Context: an optimization exercise on an open-source flow, tuned for small area, a short achievable clock period and few clock cycles per item. The choices shown serve that exercise and are no tape-out recipe. Only simulation tests tie the RTL to the original design; equivalence was not proved.

==> inputs of job 7616 <==
==> flow/design.v <==
`timescale 1ns / 1ps
`default_nettype none
package wrol_pkg;
   localparam int DEF_SLOTS       = 16;
   localparam int DEF_LENGTH_BITS = 20;
   localparam int IN_LEN_W   = 20;
   localparam int HANDLE_W   = 32;
   localparam int OFFSET_W   = 24;
   localparam int SLOT_IDX_W = 4;
   localparam int OUT_LEN_W  = 20;
   localparam int SUM_W      = 25;
   localparam int REQ_DATA_W = 80;
   localparam int RSP_DATA_W = 112;
endpackage
`default_nettype wire
`timescale 1ns / 1ps
`default_nettype none
module wrol_ram #(
   parameter int DEPTH = 16,
   parameter int HW    = 32,
   parameter int SW    = 25
) (
   input  wire logic                   clock,
   input  wire logic                   reset,
   input  wire logic                   shift,
   input  wire logic [HW-1:0]          in_handle,
   input  wire logic [SW-1:0]          in_sum,
   output      logic [DEPTH-1:0]       valid,
   output      logic [DEPTH*HW-1:0]    handles,
   output      logic [DEPTH*SW-1:0]    sums,
   output      logic [SW-1:0]          base
);
   logic [HW-1:0] hdl_ff [DEPTH];
   logic [SW-1:0] sum_ff [DEPTH];
   logic [DEPTH-1:0] valid_ff;
   logic [SW-1:0] base_ff;
   always_ff @(posedge clock) begin
      if (shift) begin
         hdl_ff[0] <= in_handle;
         sum_ff[0] <= in_sum;
         for (int p = 1; p < DEPTH; p++) begin
            hdl_ff[p] <= hdl_ff[p-1];
            sum_ff[p] <= sum_ff[p-1];
         end
      end
      if (reset) begin
         valid_ff <= '0;
         base_ff  <= '0;
      end else if (shift) begin
         valid_ff <= {valid_ff[DEPTH-2:0], 1'b1};
         if (valid_ff[DEPTH-1]) begin
            base_ff <= sum_ff[DEPTH-1];
         end
      end
   end
   always_comb begin
      for (int p = 0; p < DEPTH; p++) begin
         handles[p*HW +: HW] = hdl_ff[p];
         sums[p*SW +: SW]    = sum_ff[p];
      end
   end
   assign valid = valid_ff;
   assign base  = base_ff;
endmodule
`default_nettype wire
`timescale 1ns / 1ps
`default_nettype none
module wrol_ctrl #(
   parameter int DEPTH = 16,
   parameter int SW    = 25
) (
   input  wire logic [SW-1:0]       target,
   input  wire logic [DEPTH-1:0]    valid,
   input  wire logic [DEPTH*SW-1:0] sums,
   output      logic [DEPTH-1:0]    hv
);
   function automatic logic greater(input logic [SW-2:0] s, input logic [SW-2:0] t);
      logic [SW-2:0] g, p;
      g = s & ~t;
      p = s | ~t;
      for (int w = 1; w < SW - 1; w = w * 2) begin
         for (int i = SW - 2; i >= 0; i--) begin
            if ((i % (2 * w)) >= w) begin
               g[i] = g[i] | (p[i] & g[i - (i % (2 * w)) + w - 1]);
               p[i] = p[i] & p[i - (i % (2 * w)) + w - 1];
            end
         end
      end
      greater = g[SW-2];
   endfunction
   always_comb begin
      for (int p = 0; p < DEPTH; p++) begin
         hv[p] = valid[p] & (sums[p*SW + SW-1] ^ target[SW-1] ^
                             greater(sums[p*SW +: SW-1], target[SW-2:0]));
      end
   end
endmodule
module wrol_select #(
   parameter int DEPTH = 16,
   parameter int HW    = 32,
   parameter int SW    = 25,
   parameter int LW    = 20
) (
   input  wire logic [DEPTH-1:0]    hv,
   input  wire logic [DEPTH-1:0]    valid,
   input  wire logic [DEPTH*HW-1:0] handles,
   input  wire logic [DEPTH*SW-1:0] sums,
   input  wire logic [SW-1:0]       base,
   output      logic [3:0]          pos,
   output      logic [HW-1:0]       handle,
   output      logic [LW-1:0]       prev_sum
);
   logic [DEPTH-1:0] onehot;
   logic [DEPTH-1:0] prev_sel;
   logic             base_sel;
   always_comb begin
      for (int p = 0; p < DEPTH - 1; p++) begin
         onehot[p] = hv[p] & ~hv[p+1];
      end
      onehot[DEPTH-1] = hv[DEPTH-1];
      prev_sel[0] = 1'b0;
      base_sel    = onehot[DEPTH-1];
      for (int p = 1; p < DEPTH; p++) begin
         prev_sel[p] = onehot[p-1] & valid[p];
         base_sel    = base_sel | (onehot[p-1] & ~valid[p]);
      end
      handle   = '0;
      prev_sum = base_sel ? base[LW-1:0] : '0;
      pos      = '0;
      for (int p = 0; p < DEPTH; p++) begin
         handle   = handle | ({HW{onehot[p]}} & handles[p*HW +: HW]);
         prev_sum = prev_sum | ({LW{prev_sel[p]}} & sums[p*SW +: LW]);
         pos      = pos | ({4{onehot[p]}} & 4'(p));
      end
   end
endmodule
`default_nettype wire
`timescale 1ns / 1ps
`default_nettype none
module write_ring_offset_lookup_core #(
   parameter int SLOTS       = wrol_pkg::DEF_SLOTS,
   parameter int LENGTH_BITS = wrol_pkg::DEF_LENGTH_BITS
) (
   input  wire logic                            clock,
   input  wire logic                            reset,
   input  wire logic                            req_tvalid,
   output      logic                            req_tready,
   input  wire logic                            req_tuser,
   input  wire logic [wrol_pkg::REQ_DATA_W-1:0] req_tdata,
   output      logic                            rsp_tvalid,
   input  wire logic                            rsp_tready,
   output      logic                            rsp_tuser,
   output      logic [wrol_pkg::RSP_DATA_W-1:0] rsp_tdata
);
   localparam int HW = wrol_pkg::HANDLE_W;
   localparam int SW = wrol_pkg::SUM_W;
   localparam int LW = wrol_pkg::OUT_LEN_W;
   logic                shift;
   logic [SLOTS-1:0]    valid;
   logic [SLOTS*HW-1:0] handles;
   logic [SLOTS*SW-1:0] sums;
   logic [SW-1:0]       base;
   logic [3:0]          wr_slot_ff;
   logic b_v_ff, c_v_ff, d_v_ff, o_v_ff;
   logic b_free, c_free, d_free, o_free;
   logic          s_v_ff;
   logic          s_lookup_ff;
   logic [LW-1:0] s_len_ff;
   logic [HW-1:0] s_handle_ff;
   logic          take;
   logic          in_v;
   logic          in_lookup;
   logic [LW-1:0] in_len;       
   logic [HW-1:0] in_handle;    
   logic          b_lookup_ff;
   logic [SW-1:0] b_sum_ff;
   logic [HW-1:0] b_handle_ff;
   logic             c_lookup_ff;
   logic [SLOTS-1:0] c_hv_ff;       
   logic [LW-1:0]    c_x_ff;        
   logic [HW-1:0]    c_evh_ff;      
   logic             c_ev_ff;       
   logic          d_lookup_ff;
   logic          d_found_ff;       
   logic [3:0]    d_slot_ff;
   logic [HW-1:0] d_handle_ff;
   logic [LW-1:0] d_x_ff;           
   logic [HW-1:0] d_y_ff;           
   logic          o_found_ff;
   logic [3:0]    o_slot_ff;
   logic [HW-1:0] o_handle_ff;
   logic [LW-1:0] o_byte_ff;
   logic          o_ev_ff;
   logic [LW-1:0] o_evl_ff;
   logic [HW-1:0] o_evh_ff;
   logic [SLOTS-1:0] lk_hv;
   logic [3:0]       lk_pos;
   logic [HW-1:0]    lk_handle;
   logic [LW-1:0]    lk_prev;
   logic [SW-1:0] tot_ff;
   logic [SW-1:0] bb_ff;
   logic [SW-1:0] new_tot;
   logic [SW-1:0] target;
   logic          b_enter;
   logic          full_b;      
   logic [SW-1:0] oldest_b;    
   wrol_ram #(
      .DEPTH (SLOTS),
      .HW    (HW),
      .SW    (SW)
   ) u_record_ram (
      .clock     (clock),
      .reset     (reset),
      .shift     (shift),
      .in_handle (b_handle_ff),
      .in_sum    (b_sum_ff),
      .valid     (valid),
      .handles   (handles),
      .sums      (sums),
      .base      (base)
   );
   wrol_ctrl #(
      .DEPTH (SLOTS),
      .SW    (SW)
   ) u_ctrl (
      .target (b_sum_ff),
      .valid  (valid),
      .sums   (sums),
      .hv     (lk_hv)
   );
   wrol_select #(
      .DEPTH (SLOTS),
      .HW    (HW),
      .SW    (SW),
      .LW    (LW)
   ) u_select (
      .hv       (c_hv_ff),
      .valid    (valid),
      .handles  (handles),
      .sums     (sums),
      .base     (base),
      .pos      (lk_pos),
      .handle   (lk_handle),
      .prev_sum (lk_prev)
   );
   assign o_free     = !o_v_ff || rsp_tready;
   assign d_free     = !d_v_ff || o_free;
   assign c_free     = !c_v_ff || d_free;
   assign b_free     = !b_v_ff || c_free;
   assign req_tready = !s_v_ff;
   assign take       = req_tvalid && !s_v_ff;
   assign in_v       = s_v_ff || take;
   assign b_enter    = in_v && b_free;
   assign shift      = b_v_ff && !b_lookup_ff && c_free;
   always_comb begin
      if (s_v_ff) begin
         in_lookup = s_lookup_ff;
         in_len    = s_len_ff;
         in_handle = s_handle_ff;
      end else begin
         in_lookup = req_tuser;
         if (req_tuser) begin
            in_len    = req_tdata[71:52];
            in_handle = HW'(req_tdata[75:72]);
         end else begin
            in_len    = req_tdata[19:0];
            in_handle = req_tdata[51:20];
         end
      end
   end
   always_comb begin
      if (b_v_ff && !b_lookup_ff) begin
         full_b   = valid[SLOTS-2];
         oldest_b = sums[(SLOTS-2)*SW +: SW];
      end else begin
         full_b   = valid[SLOTS-1];
         oldest_b = sums[(SLOTS-1)*SW +: SW];
      end
   end
   assign new_tot = tot_ff + SW'(in_len);
   assign target  = {1'b0, in_handle[3:0], in_len} + bb_ff;
   always_ff @(posedge clock) begin
      if (reset) begin
         s_v_ff     <= 1'b0;
         b_v_ff     <= 1'b0;
         c_v_ff     <= 1'b0;
         d_v_ff     <= 1'b0;
         o_v_ff     <= 1'b0;
         tot_ff     <= '0;
         bb_ff      <= '0;
         wr_slot_ff <= '0;
      end else begin
         if (b_free) begin
            b_v_ff <= in_v;
            s_v_ff <= 1'b0;
         end else if (take) begin
            s_v_ff <= 1'b1;
         end
         if (c_free) c_v_ff <= b_v_ff;
         if (d_free) d_v_ff <= c_v_ff;
         if (o_free) o_v_ff <= d_v_ff;
         if (shift) wr_slot_ff <= wr_slot_ff + 1'b1;
         if (b_enter && !in_lookup) begin
            tot_ff <= new_tot;
            if (full_b) begin
               bb_ff <= oldest_b;
            end
         end
      end
      if (!s_v_ff) begin
         s_lookup_ff <= req_tuser;
         s_len_ff    <= in_len;
         s_handle_ff <= in_handle;
      end
      if (b_free) begin
         b_lookup_ff <= in_lookup;
         b_sum_ff    <= in_lookup ? target : new_tot;
         b_handle_ff <= in_handle;
      end
      if (c_free) begin
         c_lookup_ff <= b_lookup_ff;
         c_hv_ff     <= lk_hv;
         c_ev_ff     <= valid[SLOTS-1];
         if (b_lookup_ff) begin
            c_x_ff <= b_sum_ff[LW-1:0];
         end else begin
            c_x_ff <= valid[SLOTS-1] ? LW'(sums[(SLOTS-1)*SW +: SW] - base) : '0;
         end
         c_evh_ff <= valid[SLOTS-1] ? handles[(SLOTS-1)*HW +: HW] : '0;
      end
      if (d_free) begin
         d_lookup_ff <= c_lookup_ff;
         d_x_ff      <= c_x_ff;
         if (c_lookup_ff) begin
            d_found_ff  <= c_hv_ff[0];
            d_slot_ff   <= wr_slot_ff + ~lk_pos;
            d_handle_ff <= lk_handle;
            d_y_ff      <= HW'(lk_prev);
         end else begin
            d_found_ff  <= c_ev_ff;
            d_slot_ff   <= wr_slot_ff - 1'b1;
            d_handle_ff <= handles[HW-1:0];
            d_y_ff      <= c_evh_ff;
         end
      end
      if (o_free) begin
         if (d_lookup_ff) begin
            o_found_ff  <= d_found_ff;
            o_slot_ff   <= d_found_ff ? d_slot_ff : '0;
            o_handle_ff <= d_handle_ff;
            o_byte_ff   <= d_found_ff ? (d_x_ff - d_y_ff[LW-1:0]) : '0;
            o_ev_ff     <= 1'b0;
            o_evl_ff    <= '0;
            o_evh_ff    <= '0;
         end else begin
            o_found_ff  <= 1'b1;
            o_slot_ff   <= d_slot_ff;
            o_handle_ff <= d_handle_ff;
            o_byte_ff   <= '0;
            o_ev_ff     <= d_found_ff;
            o_evl_ff    <= d_x_ff;
            o_evh_ff    <= d_y_ff;
         end
      end
   end
   assign rsp_tvalid = o_v_ff;
   assign rsp_tuser  = o_found_ff;
   assign rsp_tdata  = {3'b000, o_evh_ff, o_evl_ff, o_ev_ff, o_byte_ff, o_handle_ff, o_slot_ff};
endmodule
`default_nettype wire
==> flow/run.sh <==
#!/bin/bash
# synth_recipe.tcl (not shown) runs the flow's synth.tcl, then flattens the netlist and writes it again
# the make line also repeats each setting of config.mk as NAME=value (left out here)
make -C /OpenROAD-flow-scripts/flow DESIGN_CONFIG=/design/flow/config.mk WORK_HOME=/design/flow/orfs CLKGATE_MAP_FILE= SYNTH_SCRIPT=/design/flow/synth_recipe.tcl finish
==> flow/config.mk <==
export PLATFORM = sky130hd
export DESIGN_NAME = write_ring_offset_lookup_core
export DESIGN_NICKNAME = write_ring_offset_lookup_core
export VERILOG_FILES = /design/flow/design.v
export SDC_FILE = /design/flow/constraint.sdc
export NUM_CORES = 4
export LEC_CHECK = 0
export CAP_MARGIN = 20
export CORE_MARGIN = 2
export CORE_UTILIZATION = 40
export CTS_BUF_LIST = sky130_fd_sc_hd__clkbuf_8
export CTS_CLUSTER_SIZE = 30
export SETUP_SLACK_MARGIN = 2.9
export SLEW_MARGIN = 20
==> flow/constraint.sdc <==
create_clock -name core_clock -period 6.0 [get_ports {clock}]
set_input_delay 1.2000 -clock core_clock [delete_from_list [all_inputs] [get_ports {clock}]]
set_output_delay 1.2000 -clock core_clock [all_outputs]
set_load 0.01 [all_outputs]
==> inputs of job 2978, as changes to job 7616 <==
--- a/flow/design.v
+++ b/flow/design.v
@@ -75,22 +75,9 @@
    output      logic [DEPTH-1:0]    hv
 );
-   function automatic logic greater(input logic [SW-2:0] s, input logic [SW-2:0] t);
-      logic [SW-2:0] g, p;
-      g = s & ~t;
-      p = s | ~t;
-      for (int w = 1; w < SW - 1; w = w * 2) begin
-         for (int i = SW - 2; i >= 0; i--) begin
-            if ((i % (2 * w)) >= w) begin
-               g[i] = g[i] | (p[i] & g[i - (i % (2 * w)) + w - 1]);
-               p[i] = p[i] & p[i - (i % (2 * w)) + w - 1];
-            end
-         end
-      end
-      greater = g[SW-2];
-   endfunction
+   logic [SW-1:0] diff [DEPTH];
    always_comb begin
       for (int p = 0; p < DEPTH; p++) begin
-         hv[p] = valid[p] & (sums[p*SW + SW-1] ^ target[SW-1] ^
-                             greater(sums[p*SW +: SW-1], target[SW-2:0]));
+         diff[p] = sums[p*SW +: SW] + ~target;
+         hv[p]   = valid[p] & ~diff[p][SW-1];
       end
    end
@@ -162,15 +149,14 @@
    logic [SW-1:0]       base;
    logic [3:0]          wr_slot_ff;
-   logic b_v_ff, c_v_ff, d_v_ff, o_v_ff;
-   logic b_free, c_free, d_free, o_free;
-   logic          s_v_ff;
-   logic          s_lookup_ff;
+   logic s_v_ff;
+   logic s_lookup_ff;
    logic [LW-1:0] s_len_ff;
    logic [HW-1:0] s_handle_ff;
-   logic          take;
-   logic          in_v;
-   logic          in_lookup;
-   logic [LW-1:0] in_len;       
-   logic [HW-1:0] in_handle;    
+   logic take;
+   logic a_v_ff, b_v_ff, c_v_ff, d_v_ff, o_v_ff;
+   logic a_free, b_free, c_free, d_free, o_free;
+   logic          a_lookup_ff;
+   logic [LW-1:0] a_len_ff;      
+   logic [HW-1:0] a_handle_ff;   
    logic          b_lookup_ff;
    logic [SW-1:0] b_sum_ff;
@@ -181,4 +167,5 @@
    logic [HW-1:0]    c_evh_ff;      
    logic             c_ev_ff;       
+   logic [3:0]       c_slot_ff;     
    logic          d_lookup_ff;
    logic          d_found_ff;       
@@ -202,7 +189,10 @@
    logic [SW-1:0] new_tot;
    logic [SW-1:0] target;
-   logic          b_enter;
+   logic          a_go;
    logic          full_b;      
    logic [SW-1:0] oldest_b;    
+   logic          in_lookup;
+   logic [LW-1:0] in_len;
+   logic [HW-1:0] in_handle;
    wrol_ram #(
       .DEPTH (SLOTS),
@@ -248,10 +238,21 @@
    assign c_free     = !c_v_ff || d_free;
    assign b_free     = !b_v_ff || c_free;
+   assign a_free     = !a_v_ff || b_free;
    assign req_tready = !s_v_ff;
    assign take       = req_tvalid && !s_v_ff;
-   assign in_v       = s_v_ff || take;
-   assign b_enter    = in_v && b_free;
+   assign a_go       = a_v_ff && b_free;
    assign shift      = b_v_ff && !b_lookup_ff && c_free;
    always_comb begin
+      if (b_v_ff && !b_lookup_ff) begin
+         full_b   = valid[SLOTS-2];
+         oldest_b = sums[(SLOTS-2)*SW +: SW];
+      end else begin
+         full_b   = valid[SLOTS-1];
+         oldest_b = sums[(SLOTS-1)*SW +: SW];
+      end
+   end
+   assign new_tot = tot_ff + SW'(a_len_ff);
+   assign target  = {1'b0, a_handle_ff[3:0], a_len_ff} + bb_ff;
+   always_comb begin
       if (s_v_ff) begin
          in_lookup = s_lookup_ff;
@@ -269,37 +270,23 @@
       end
    end
-   always_comb begin
-      if (b_v_ff && !b_lookup_ff) begin
-         full_b   = valid[SLOTS-2];
-         oldest_b = sums[(SLOTS-2)*SW +: SW];
-      end else begin
-         full_b   = valid[SLOTS-1];
-         oldest_b = sums[(SLOTS-1)*SW +: SW];
-      end
-   end
-   assign new_tot = tot_ff + SW'(in_len);
-   assign target  = {1'b0, in_handle[3:0], in_len} + bb_ff;
    always_ff @(posedge clock) begin
       if (reset) begin
          s_v_ff     <= 1'b0;
+         a_v_ff     <= 1'b0;
+         tot_ff     <= '0;
+         bb_ff      <= '0;
          b_v_ff     <= 1'b0;
          c_v_ff     <= 1'b0;
          d_v_ff     <= 1'b0;
          o_v_ff     <= 1'b0;
-         tot_ff     <= '0;
-         bb_ff      <= '0;
          wr_slot_ff <= '0;
       end else begin
-         if (b_free) begin
-            b_v_ff <= in_v;
+         if (a_free) begin
+            a_v_ff <= s_v_ff || take;
             s_v_ff <= 1'b0;
          end else if (take) begin
             s_v_ff <= 1'b1;
          end
-         if (c_free) c_v_ff <= b_v_ff;
-         if (d_free) d_v_ff <= c_v_ff;
-         if (o_free) o_v_ff <= d_v_ff;
-         if (shift) wr_slot_ff <= wr_slot_ff + 1'b1;
-         if (b_enter && !in_lookup) begin
+         if (a_go && !a_lookup_ff) begin
             tot_ff <= new_tot;
             if (full_b) begin
@@ -307,18 +294,29 @@
             end
          end
+         if (b_free) b_v_ff <= a_v_ff;
+         if (c_free) c_v_ff <= b_v_ff;
+         if (d_free) d_v_ff <= c_v_ff;
+         if (o_free) o_v_ff <= d_v_ff;
+         if (shift) wr_slot_ff <= wr_slot_ff + 1'b1;
       end
       if (!s_v_ff) begin
-         s_lookup_ff <= req_tuser;
+         s_lookup_ff <= in_lookup;
          s_len_ff    <= in_len;
          s_handle_ff <= in_handle;
       end
+      if (a_free) begin
+         a_lookup_ff <= in_lookup;
+         a_len_ff    <= in_len;
+         a_handle_ff <= in_handle;
+      end
       if (b_free) begin
-         b_lookup_ff <= in_lookup;
-         b_sum_ff    <= in_lookup ? target : new_tot;
-         b_handle_ff <= in_handle;
+         b_lookup_ff <= a_lookup_ff;
+         b_sum_ff    <= a_lookup_ff ? target : new_tot;
+         b_handle_ff <= a_handle_ff;
       end
       if (c_free) begin
          c_lookup_ff <= b_lookup_ff;
          c_hv_ff     <= lk_hv;
+         c_slot_ff   <= wr_slot_ff;
          c_ev_ff     <= valid[SLOTS-1];
          if (b_lookup_ff) begin
@@ -339,5 +337,5 @@
          end else begin
             d_found_ff  <= c_ev_ff;
-            d_slot_ff   <= wr_slot_ff - 1'b1;
+            d_slot_ff   <= c_slot_ff;
             d_handle_ff <= handles[HW-1:0];
             d_y_ff      <= c_evh_ff;
--- a/flow/config.mk
+++ b/flow/config.mk
@@ -8,7 +8,7 @@
 export CAP_MARGIN = 20
 export CORE_MARGIN = 2
-export CORE_UTILIZATION = 40
-export CTS_BUF_LIST = sky130_fd_sc_hd__clkbuf_8
-export CTS_CLUSTER_SIZE = 30
+export CORE_UTILIZATION = 55
+export CTS_BUF_LIST = sky130_fd_sc_hd__clkbuf_4 sky130_fd_sc_hd__clkbuf_8
 export SETUP_SLACK_MARGIN = 2.9
 export SLEW_MARGIN = 20
+export TNS_END_PERCENT = 20
==> inputs of job 9088, as changes to job 7616 <==
--- a/flow/design.v
+++ b/flow/design.v
@@ -75,22 +75,9 @@
    output      logic [DEPTH-1:0]    hv
 );
-   function automatic logic greater(input logic [SW-2:0] s, input logic [SW-2:0] t);
-      logic [SW-2:0] g, p;
-      g = s & ~t;
-      p = s | ~t;
-      for (int w = 1; w < SW - 1; w = w * 2) begin
-         for (int i = SW - 2; i >= 0; i--) begin
-            if ((i % (2 * w)) >= w) begin
-               g[i] = g[i] | (p[i] & g[i - (i % (2 * w)) + w - 1]);
-               p[i] = p[i] & p[i - (i % (2 * w)) + w - 1];
-            end
-         end
-      end
-      greater = g[SW-2];
-   endfunction
+   logic [SW-1:0] diff [DEPTH];
    always_comb begin
       for (int p = 0; p < DEPTH; p++) begin
-         hv[p] = valid[p] & (sums[p*SW + SW-1] ^ target[SW-1] ^
-                             greater(sums[p*SW +: SW-1], target[SW-2:0]));
+         diff[p] = sums[p*SW +: SW] + ~target;
+         hv[p]   = valid[p] & ~diff[p][SW-1];
       end
    end
--- a/flow/config.mk
+++ b/flow/config.mk
@@ -9,6 +9,5 @@
 export CORE_MARGIN = 2
 export CORE_UTILIZATION = 40
-export CTS_BUF_LIST = sky130_fd_sc_hd__clkbuf_8
-export CTS_CLUSTER_SIZE = 30
-export SETUP_SLACK_MARGIN = 2.9
+export CTS_BUF_LIST = sky130_fd_sc_hd__clkbuf_4
+export SETUP_SLACK_MARGIN = 3.0
 export SLEW_MARGIN = 20
==> notes <==
The lowest synthesized cell count belongs to job 7616, the highest to job 2978. Setup slack, lowest first: job 7616, job 2978, job 9088. In job 9088 the utilization is lower than in job 2978, by 16 points. Final cell count, highest first: job 9088, job 7616, job 2978. Flip-flop and latch count: job 7616 is lower than job 2978 (58).
Testbench counts of job 7616, summed over its fixed seeds: cycles 8,032, items 8,000.
Testbench counts of job 2978, summed over its fixed seeds: cycles 8,040, items 8,000.
Testbench counts of job 9088, summed over its fixed seeds: cycles 8,032, items 8,000.

what the ideal ports hide:
How much do the figures lean on ideal ports? The routed layouts below were timed once more, with nothing changed but the port constraints.
Step 1, drivers: a clkbuf_16 drives clock and a buf_2 each remaining input, both assumed.
Step 2, shift: input delay + t, output delay - t, t = (earliest + latest rising clock arrival at the registers) / 2. This alone moves slack from input paths to output paths.
Three values: no drivers, after step 1, after step 2; two values: the first two.
run	t (ns)	setup slack, ns	hold WS [ns]	clock arrival spread, ns
job 7616	1.034	2.223 / 2.223 / 1.219	0.395 / 0.395 / 0.395	0.076 / 0.076
job 2978	1.008	2.728 / 2.728 / 2.036	0.384 / 0.384 / 0.384	0.055 / 0.055
job 9088	1.333	2.810 / 2.744 / 1.605	0.364 / 0.339 / 0.364	0.116 / 0.116
After both steps every run listed still meets setup and hold. The setup slack of job 9088, which loses most, moves by -0.066 ns with the drivers and by -1.205 ns with both steps.
